From an optimization exercise on the open Yosys and OpenROAD flow, aimed at small area and a short achievable clock period; shortcuts taken in it are not production practice. Only simulation tests tie the RTL to the original design; equivalence was not proved. Power and IR drop assume default switching activity.

run A:
==> module bp_sel16_half, before the edit <==
module bp_sel16_half (
   input  logic [15:0] d_i,
   input  logic [15:0] sel_i,
   output logic [1:0]  part_o
);
   always_comb for (int i = 0; i < 2; i++) part_o[i] = |(d_i[8*i +: 8] & sel_i[8*i +: 8]);
endmodule
==> module bp_out4, before the edit <==
module bp_out4 (
   input  logic [3:0] hit_part_i,
   input  logic [1:0] bht_part_i,
   input  logic       row_valid_i,
   input  logic [3:0] target_n_i,
   input  logic [3:0] pc_plus4_n_i,
   output logic [3:0] y_o
);
   logic taken;
   assign taken = (|hit_part_i) && (|bht_part_i) && row_valid_i;
   for (genvar i = 0; i < 4; i++) begin : g_bit
      bp_mux2i u_mux (.s_i(taken), .a0_i(pc_plus4_n_i[i]), .a1_i(target_n_i[i]), .y_o(y_o[i]));
   end
endmodule
==> module branch_predictor, before the edit <==
module branch_predictor (
   input  logic        clk_i,
   input  logic        rst_i,
   input  logic [31:0] curr_pc_i,
   output logic        pred_taken_o,
   output logic [31:0] pred_target_o,
   output logic        btb_hit_o,
   input  logic        res_valid_i,
   input  logic [31:0] res_pc_i,
   input  logic [31:0] res_target_i,
   input  logic        res_taken_i,
   input  logic        res_mispredict_i,
   output logic [31:0] mispred_cnt_o
);
   logic [15:0][15:0] bht_hi_q, bht_lo_q;    
   logic [15:0]       bht_row_valid_q;
   logic [15:0]       btb_valid_q;
   logic [15:0][25:0] btb_tag_q;
   logic [15:0][31:0] btb_target_q;
   logic [3:0]        ghr_q;
   logic [31:0]       cnt_q;
   logic [3:0]        lk_idx;
   logic [15:0]       lk_dec, lk_col_dec, entry_hit_n;
   logic [1:0][3:0]   hit_part;             
   logic [1:0][1:0]   bht_part;             
   logic [15:0][15:0] bht_hi_t;              
   logic [15:0]       bht_row;               
   logic              row_valid;
   logic [31:0]       pc_plus4, btb_target_sel;
   assign lk_idx = curr_pc_i[5:2];
   bp_dec4 u_lk_dec  (.a_i(lk_idx),                  .y_o(lk_dec));
   bp_dec4 u_col_dec (.a_i(curr_pc_i[5:2] ^ ghr_q),  .y_o(lk_col_dec));
   for (genvar e = 0; e < 16; e++) begin : g_lk_btb
      bp_tag_hit_n u_hit (
         .en_i    (btb_valid_q[e] && lk_dec[e]),
         .tag_i   (btb_tag_q[e]),
         .pc_tag_i(curr_pc_i[31:6]),
         .hit_n_o (entry_hit_n[e])
      );
   end
   for (genvar h = 0; h < 2; h++) begin : g_hit_half
      for (genvar i = 0; i < 4; i++) begin : g_hit_part
         bp_nand4 u_part (
            .a_i(entry_hit_n[4*i]),   .b_i(entry_hit_n[4*i+1]),
            .c_i(entry_hit_n[4*i+2]), .d_i(entry_hit_n[4*i+3]),
            .y_o(hit_part[h][i])
         );
      end
   end
   assign btb_hit_o = |hit_part[0];
   for (genvar c = 0; c < 16; c++) begin : g_lk_col
      for (genvar r = 0; r < 16; r++) begin : g_t
         assign bht_hi_t[c][r] = bht_hi_q[r][c];
      end
      if (c < 8) begin : g_lo_first
         bp_mux16 u_row (.d_i(bht_hi_t[c]), .sel_i(curr_pc_i[9:6]), .y_o(bht_row[c]));
      end else begin : g_hi_first
         logic [15:0] d_swap;
         for (genvar r = 0; r < 16; r++) begin : g_s
            assign d_swap[{r[1:0], r[3:2]}] = bht_hi_t[c][r];
         end
         bp_mux16 u_row (.d_i(d_swap), .sel_i({curr_pc_i[7:6], curr_pc_i[9:8]}), .y_o(bht_row[c]));
      end
   end
   bp_mux16 u_row_valid (.d_i(bht_row_valid_q), .sel_i(curr_pc_i[9:6]), .y_o(row_valid));
   for (genvar h = 0; h < 2; h++) begin : g_col_half
      bp_sel16_half u_col (.d_i(bht_row), .sel_i(lk_col_dec), .part_o(bht_part[h]));
   end
   assign pc_plus4     = curr_pc_i + 32'd4;
   assign pred_taken_o = (|hit_part[0]) && (|bht_part[0]) && row_valid;
   for (genvar g = 0; g < 8; g++) begin : g_out
      bp_out4 u_out (
         .hit_part_i  (hit_part[g/4]),
         .bht_part_i  (bht_part[g/4]),
         .row_valid_i (row_valid),
         .target_n_i  (~btb_target_sel[4*g +: 4]),
         .pc_plus4_n_i(~pc_plus4[4*g +: 4]),
         .y_o         (pred_target_o[4*g +: 4])
      );
   end
   assign btb_target_sel = btb_target_q[lk_idx];
   assign mispred_cnt_o = cnt_q;
   logic [3:0]  up_row, up_col;
   logic        old_hi, old_lo, new_hi, new_lo;
   logic [15:0] col_hit, col_we, col_d_hi, col_d_lo;
   logic        up_row_valid;
   assign up_row = res_pc_i[9:6];
   assign up_col = res_pc_i[5:2] ^ ghr_q;
   assign old_hi = up_row_valid ? bht_hi_q[up_row][up_col] : 1'b0;
   assign old_lo = up_row_valid ? bht_lo_q[up_row][up_col] : 1'b1;
   assign new_hi = (old_hi & old_lo) | (res_taken_i & (old_hi | old_lo));
   assign new_lo = (old_hi & ~old_lo) | (res_taken_i & (old_hi | ~old_lo));
   assign up_row_valid = bht_row_valid_q[up_row];
   always_comb begin
      for (int c = 0; c < 16; c++) begin
         col_hit[c]  = (up_col == 4'(c));
         col_we[c]   = col_hit[c] || !up_row_valid;
         col_d_hi[c] = col_hit[c] & new_hi;
         col_d_lo[c] = ~col_hit[c] | new_lo;
      end
   end
   for (genvar r = 0; r < 16; r++) begin : g_bht_row
      logic row_we;
      assign row_we = res_valid_i && (up_row == 4'(r));
      always_ff @(posedge clk_i or posedge rst_i) begin
         if (rst_i) bht_row_valid_q[r] <= 1'b0;
         else if (row_we) bht_row_valid_q[r] <= 1'b1;
      end
      for (genvar c = 0; c < 16; c++) begin : g_bht_col
         always_ff @(posedge clk_i) begin
            if (row_we && col_we[c]) begin
               bht_hi_q[r][c] <= col_d_hi[c];
               bht_lo_q[r][c] <= col_d_lo[c];
            end
         end
      end
   end
   logic [3:0] up_btb;
   assign up_btb = res_pc_i[5:2];
   for (genvar e = 0; e < 16; e++) begin : g_btb
      logic we;
      assign we = res_valid_i && res_taken_i && (up_btb == 4'(e));
      always_ff @(posedge clk_i or posedge rst_i) begin
         if (rst_i) btb_valid_q[e] <= 1'b0;
         else if (we) btb_valid_q[e] <= 1'b1;
      end
      always_ff @(posedge clk_i) begin
         if (we) begin
            btb_tag_q[e]    <= res_pc_i[31:6];
            btb_target_q[e] <= res_target_i;
         end
      end
   end
   always_ff @(posedge clk_i or posedge rst_i) begin
      if (rst_i) begin
         ghr_q <= '0;
         cnt_q <= '0;
      end else if (res_valid_i) begin
         ghr_q <= {ghr_q[2:0], res_taken_i};
         if (res_mispredict_i) cnt_q <= cnt_q + 32'd1;
      end
   end
endmodule
==> flow/config.mk <==
export PLATFORM = sky130hd
export DESIGN_NAME = bpu_top
export DESIGN_NICKNAME = bpu_top
export VERILOG_FILES = /design/flow/design.v
export SDC_FILE = /design/flow/constraint.sdc
export NUM_CORES = 4
export LEC_CHECK = 0
export CAP_MARGIN = 20
export CORE_MARGIN = 2
export CORE_UTILIZATION = 40
export CTS_CLUSTER_DIAMETER = 60
export CTS_CLUSTER_SIZE = 40
export SETUP_SLACK_MARGIN = 2.0
export SLEW_MARGIN = 20
export SYNTH_HIERARCHICAL = 1
==> flow/constraint.sdc <==
create_clock -name core_clock -period 7.0 [get_ports {clk_i}]
set_input_delay 1.4000 -clock core_clock [delete_from_list [all_inputs] [get_ports {clk_i}]]
set_output_delay 1.4000 -clock core_clock [all_outputs]
set_load 0.01 [all_outputs]
standard.sh (not shown) runs the stock make flow with config.mk's settings and CLKGATE_MAP_FILE= SYNTH_SCRIPT=/design/flow/synth_recipe.tcl, a recipe that flattens the netlist after the stock synthesis.
==> flow/flow/run.sh <==
#!/bin/bash
# Standard layout (the standard.sh: ORFS from synthesis to the final layout, with the
# standard synthesis), changed in two places:
#  - every input and output port still gets its own buffer, but a buf_2 rather than the delay
#    buffer the port buffering would pick; timing repair sizes up the ones on critical paths.
# make's full output goes to flow_make.log; ORFS keeps each step's log under orfs/logs/.
set -euo pipefail
cd "$(dirname "$0")/.."
bash standard.sh \
   CTS_ARGS="-sink_clustering_enable -repair_clock_nets -dont_use_dummy_load -sink_clustering_size 40 -sink_clustering_max_diameter 60" \
   BUFFER_PORTS_ARGS="-buffer_cell sky130_fd_sc_hd__buf_2" \
   finish > flow_make.log 2>&1
Here is what was changed in the inputs of run B compared with run A.
--- a/flow/design.v
+++ b/flow/design.v
@@ -59,29 +59,36 @@
    bp_nand2 u_ne3 (.a_i(eq2[9]),  .b_i(eq2[10]),               .y_o(ne[3]));
    bp_nand2 u_ne4 (.a_i(eq2[11]), .b_i(eq2[12]),               .y_o(ne[4]));
    bp_nor3  u_eqa (.a_i(ne[0]), .b_i(ne[1]), .c_i(ne[2]), .y_o(eq_a));
    bp_nor2  u_eqb (.a_i(ne[3]), .b_i(ne[4]),              .y_o(eq_b));
    bp_nand3 u_hit (.a_i(eq_a), .b_i(eq_b), .c_i(en_i), .y_o(hit_n_o));
 endmodule
-module bp_sel16_half (
+module bp_sel16_part (
    input  logic [15:0] d_i,
    input  logic [15:0] sel_i,
-   output logic [1:0]  part_o
-);
-   always_comb for (int i = 0; i < 2; i++) part_o[i] = |(d_i[8*i +: 8] & sel_i[8*i +: 8]);
+   output logic [3:0]  part_o
+);
+   always_comb for (int i = 0; i < 4; i++) part_o[i] = |(d_i[4*i +: 4] & sel_i[4*i +: 4]);
 endmodule
 module bp_mux16 (
    input  logic [15:0] d_i,
    input  logic [3:0]  sel_i,
    output logic        y_o
 );
    assign y_o = d_i[sel_i];
 endmodule
+module bp_sel16 (
+   input  logic [15:0] d_i,
+   input  logic [15:0] sel_i,
+   output logic        y_o
+);
+   assign y_o = |(d_i & sel_i);
+endmodule
 module bp_out4 (
    input  logic [3:0] hit_part_i,
-   input  logic [1:0] bht_part_i,
+   input  logic [3:0] bht_part_i,
    input  logic       row_valid_i,
    input  logic [3:0] target_n_i,
    input  logic [3:0] pc_plus4_n_i,
    output logic [3:0] y_o
 );
    logic taken;
@@ -118,14 +125,13 @@
    logic [15:0][25:0] btb_tag_q;
    logic [15:0][31:0] btb_target_q;
    logic [3:0]        ghr_q;
    logic [31:0]       cnt_q;
    logic [3:0]        lk_idx;
    logic [15:0]       lk_dec, lk_col_dec, entry_hit_n;
-   logic [1:0][3:0]   hit_part;             
-   logic [1:0][1:0]   bht_part;             
+   logic [1:0][3:0]   hit_part, bht_part;   
    logic [15:0][15:0] bht_hi_t;              
    logic [15:0]       bht_row;               
    logic              row_valid;
    logic [31:0]       pc_plus4, btb_target_sel;
    assign lk_idx = curr_pc_i[5:2];
    bp_dec4 u_lk_dec  (.a_i(lk_idx),                  .y_o(lk_dec));
@@ -161,13 +167,13 @@
          end
          bp_mux16 u_row (.d_i(d_swap), .sel_i({curr_pc_i[7:6], curr_pc_i[9:8]}), .y_o(bht_row[c]));
       end
    end
    bp_mux16 u_row_valid (.d_i(bht_row_valid_q), .sel_i(curr_pc_i[9:6]), .y_o(row_valid));
    for (genvar h = 0; h < 2; h++) begin : g_col_half
-      bp_sel16_half u_col (.d_i(bht_row), .sel_i(lk_col_dec), .part_o(bht_part[h]));
+      bp_sel16_part u_col (.d_i(bht_row), .sel_i(lk_col_dec), .part_o(bht_part[h]));
    end
    assign pc_plus4     = curr_pc_i + 32'd4;
    assign pred_taken_o = (|hit_part[0]) && (|bht_part[0]) && row_valid;
    for (genvar g = 0; g < 8; g++) begin : g_out
       bp_out4 u_out (
          .hit_part_i  (hit_part[g/4]),
Notes after the runs:
Run B finished every step from synthesis to the final layout, and the layout passed the timing, design-rule and antenna checks.
Run B -> run A: arithmetic-cell share of the synthesized area counting full adders, half adders and majority gates flat
Run B against run A: share of the core filled with cells in the final layout stayed essentially flat; portion of the post-synthesis area used by sequential elements rose by 0.17 points.
Summary — total of plain and repair buffers excluding clock buffers, run B relative to run A: higher, by about 3.2%.
Compared run A against run B; mean number of vias per cell within noise.
Chip height: run B vs run A, no meaningful difference
Against run A, run B reports a synthesized cell count that is higher.

bpu_top, a different RTL version from the one above (not shown whole).
Size: about 4000 cells after synthesis, roughly 1500 flip-flops, roughly 0.065 mm^2 of cells after synthesis.
==> module branch_predictor, before the edit <==
module branch_predictor (
   input  logic        clk_i,
   input  logic        rst_i,
   input  logic [31:0] curr_pc_i,
   output logic        pred_taken_o,
   output logic [31:0] pred_target_o,
   output logic        btb_hit_o,
   input  logic        res_valid_i,
   input  logic [31:0] res_pc_i,
   input  logic [31:0] res_target_i,
   input  logic        res_taken_i,
   input  logic        res_mispredict_i,
   output logic [31:0] mispred_cnt_o
);
   logic [15:0][15:0] bht_hi_q, bht_lo_q;    
   logic [15:0]       bht_row_valid_q;
   logic [15:0]       btb_valid_q;
   logic [15:0][25:0] btb_tag_q;
   logic [15:0][31:0] btb_target_q;
   logic [3:0]        ghr_q;
   logic [31:0]       cnt_q;
   logic [3:0]        lk_idx;
   logic [15:0]       lk_dec, lk_col_dec, entry_hit_n;
   logic [1:0][3:0]   hit_part, bht_part;   
   logic [15:0][15:0] bht_hi_t;              
   logic [15:0]       bht_row;               
   logic              row_valid;
   logic [31:0]       pc_plus4, btb_target_sel;
   assign lk_idx = curr_pc_i[5:2];
   bp_dec4 u_lk_dec  (.a_i(lk_idx),                  .y_o(lk_dec));
   bp_dec4 u_col_dec (.a_i(curr_pc_i[5:2] ^ ghr_q),  .y_o(lk_col_dec));
   for (genvar e = 0; e < 16; e++) begin : g_lk_btb
      bp_tag_hit_n u_hit (
         .en_i    (btb_valid_q[e] && lk_dec[e]),
         .tag_i   (btb_tag_q[e]),
         .pc_tag_i(curr_pc_i[31:6]),
         .hit_n_o (entry_hit_n[e])
      );
   end
   for (genvar h = 0; h < 2; h++) begin : g_hit_half
      for (genvar i = 0; i < 4; i++) begin : g_hit_part
         bp_nand4 u_part (
            .a_i(entry_hit_n[4*i]),   .b_i(entry_hit_n[4*i+1]),
            .c_i(entry_hit_n[4*i+2]), .d_i(entry_hit_n[4*i+3]),
            .y_o(hit_part[h][i])
         );
      end
   end
   assign btb_hit_o = |hit_part[0];
   for (genvar c = 0; c < 16; c++) begin : g_lk_col
      for (genvar r = 0; r < 16; r++) begin : g_t
         assign bht_hi_t[c][r] = bht_hi_q[r][c];
      end
      bp_mux16 u_row (.d_i(bht_hi_t[c]), .sel_i(curr_pc_i[9:6]), .y_o(bht_row[c]));
   end
   bp_mux16 u_row_valid (.d_i(bht_row_valid_q), .sel_i(curr_pc_i[9:6]), .y_o(row_valid));
   for (genvar h = 0; h < 2; h++) begin : g_col_half
      bp_sel16_part u_col (.d_i(bht_row), .sel_i(lk_col_dec), .part_o(bht_part[h]));
   end
   assign pc_plus4     = curr_pc_i + 32'd4;
   assign pred_taken_o = (|hit_part[0]) && (|bht_part[0]) && row_valid;
   for (genvar g = 0; g < 8; g++) begin : g_out
      bp_out4 u_out (
         .hit_part_i  (hit_part[g/4]),
         .bht_part_i  (bht_part[g/4]),
         .row_valid_i (row_valid),
         .target_n_i  (~btb_target_sel[4*g +: 4]),
         .pc_plus4_n_i(~pc_plus4[4*g +: 4]),
         .y_o         (pred_target_o[4*g +: 4])
      );
   end
   assign btb_target_sel = btb_target_q[lk_idx];
   assign mispred_cnt_o = cnt_q;
   logic [3:0]  up_row, up_col;
   logic        old_hi, old_lo, new_hi, new_lo;
   logic [15:0] col_hit, col_we, col_d_hi, col_d_lo;
   logic        up_row_valid;
   assign up_row = res_pc_i[9:6];
   assign up_col = res_pc_i[5:2] ^ ghr_q;
   assign old_hi = up_row_valid ? bht_hi_q[up_row][up_col] : 1'b0;
   assign old_lo = up_row_valid ? bht_lo_q[up_row][up_col] : 1'b1;
   assign new_hi = (old_hi & old_lo) | (res_taken_i & (old_hi | old_lo));
   assign new_lo = (old_hi & ~old_lo) | (res_taken_i & (old_hi | ~old_lo));
   assign up_row_valid = bht_row_valid_q[up_row];
   always_comb begin
      for (int c = 0; c < 16; c++) begin
         col_hit[c]  = (up_col == 4'(c));
         col_we[c]   = col_hit[c] || !up_row_valid;
         col_d_hi[c] = col_hit[c] & new_hi;
         col_d_lo[c] = ~col_hit[c] | new_lo;
      end
   end
   for (genvar r = 0; r < 16; r++) begin : g_bht_row
      logic row_we;
      assign row_we = res_valid_i && (up_row == 4'(r));
      always_ff @(posedge clk_i or posedge rst_i) begin
         if (rst_i) bht_row_valid_q[r] <= 1'b0;
         else if (row_we) bht_row_valid_q[r] <= 1'b1;
      end
      for (genvar c = 0; c < 16; c++) begin : g_bht_col
         always_ff @(posedge clk_i) begin
            if (row_we && col_we[c]) begin
               bht_hi_q[r][c] <= col_d_hi[c];
               bht_lo_q[r][c] <= col_d_lo[c];
            end
         end
      end
   end
   logic [3:0] up_btb;
   assign up_btb = res_pc_i[5:2];
   for (genvar e = 0; e < 16; e++) begin : g_btb
      logic we;
      assign we = res_valid_i && res_taken_i && (up_btb == 4'(e));
      always_ff @(posedge clk_i or posedge rst_i) begin
         if (rst_i) btb_valid_q[e] <= 1'b0;
         else if (we) btb_valid_q[e] <= 1'b1;
      end
      always_ff @(posedge clk_i) begin
         if (we) begin
            btb_tag_q[e]    <= res_pc_i[31:6];
            btb_target_q[e] <= res_target_i;
         end
      end
   end
   always_ff @(posedge clk_i or posedge rst_i) begin
      if (rst_i) begin
         ghr_q <= '0;
         cnt_q <= '0;
      end else if (res_valid_i) begin
         ghr_q <= {ghr_q[2:0], res_taken_i};
         if (res_mispredict_i) cnt_q <= cnt_q + 32'd1;
      end
   end
endmodule
==> flow/config.mk <==
export PLATFORM = sky130hd
export DESIGN_NAME = bpu_top
export DESIGN_NICKNAME = bpu_top
export VERILOG_FILES = /design/flow/design.v
export SDC_FILE = /design/flow/constraint.sdc
export NUM_CORES = 4
export LEC_CHECK = 0
export CAP_MARGIN = 20
export CORE_MARGIN = 2
export CORE_UTILIZATION = 40
export CTS_CLUSTER_DIAMETER = 60
export CTS_CLUSTER_SIZE = 40
export SETUP_SLACK_MARGIN = 2.0
export SLEW_MARGIN = 20
export SYNTH_HIERARCHICAL = 1
==> flow/constraint.sdc <==
create_clock -name core_clock -period 7.0 [get_ports {clk_i}]
set_input_delay 1.4000 -clock core_clock [delete_from_list [all_inputs] [get_ports {clk_i}]]
set_output_delay 1.4000 -clock core_clock [all_outputs]
set_load 0.01 [all_outputs]
==> flow/flow/run.sh <==
#!/bin/bash
# Standard layout (the standard.sh: ORFS from synthesis to the final layout), with
# clock tree synthesis told not to add dummy balancing loads to the clock tree.
set -euo pipefail
cd "$(dirname "$0")/.."
bash standard.sh \
   CTS_ARGS="-sink_clustering_enable -repair_clock_nets -dont_use_dummy_load -sink_clustering_size 40 -sink_clustering_max_diameter 60" \
   BUFFER_PORTS_ARGS="-buffer_cell sky130_fd_sc_hd__buf_2" \
   finish > flow_make.log 2>&1
Change:
--- a/flow/design.v
+++ b/flow/design.v
@@ -159,5 +159,13 @@
          assign bht_hi_t[c][r] = bht_hi_q[r][c];
       end
-      bp_mux16 u_row (.d_i(bht_hi_t[c]), .sel_i(curr_pc_i[9:6]), .y_o(bht_row[c]));
+      if (c < 8) begin : g_lo_first
+         bp_mux16 u_row (.d_i(bht_hi_t[c]), .sel_i(curr_pc_i[9:6]), .y_o(bht_row[c]));
+      end else begin : g_hi_first
+         logic [15:0] d_swap;
+         for (genvar r = 0; r < 16; r++) begin : g_s
+            assign d_swap[{r[1:0], r[3:2]}] = bht_hi_t[c][r];
+         end
+         bp_mux16 u_row (.d_i(d_swap), .sel_i({curr_pc_i[7:6], curr_pc_i[9:8]}), .y_o(bht_row[c]));
+      end
    end
    bp_mux16 u_row_valid (.d_i(bht_row_valid_q), .sel_i(curr_pc_i[9:6]), .y_o(row_valid));
The new run went through all stages and came out clean.
Total power increases slightly.
Non-clock buffer count increases by 26.
Count of clock-buffer cells in the layout climbs by 2.
Worst setup slack gets better by 110 ps.
Register-to-register slack gains 90 ps.
First-iteration DRC count came out higher by roughly a tenth.
Core utilization came out higher by 0.27 points.
Critical path depth shrinks by 1.
Global-route usage increases by 0.24 points.
Design area rose slightly.
Die area is unchanged.
Sequential power stays flat.
Hold slack stays flat.

-- port drivers added, routing unchanged --
The results above use ideal ports. As a check the final layouts listed here were re-extracted and re-timed, cells and wires unchanged. Step 1 assumes that a clkbuf_16 drives the clock port and a buf_2 every other input. Step 2 moves the port delays by t, midway between the first and last clock arrival at a register: inputs arrive t later, outputs are due t later. That takes back most of the time a late clock gives input paths. Slacks: no drivers / after step 1 / after step 2; pairs: no drivers / after step 1.
run | t, ns | setup slack, ns | worst data-port slew with drivers (ns) | cell pins on the clock port's net
run A | 0.798 | 1.559 / 1.276 / 1.155 | 0.34 | 1
run B | 0.791 | 1.527 / 1.208 / 1.208 | 0.39 | 1
the first run of note 2 | 0.781 | 1.415 / 1.105 / 1.105 | 0.34 | 1
the second run of note 2 | 0.791 | 1.527 / 1.208 / 1.208 | 0.39 | 1
After both steps every run listed still meets setup and hold. The setup slack of run A, which loses most, moves by -0.283 ns with the drivers and by -0.404 ns with both steps.
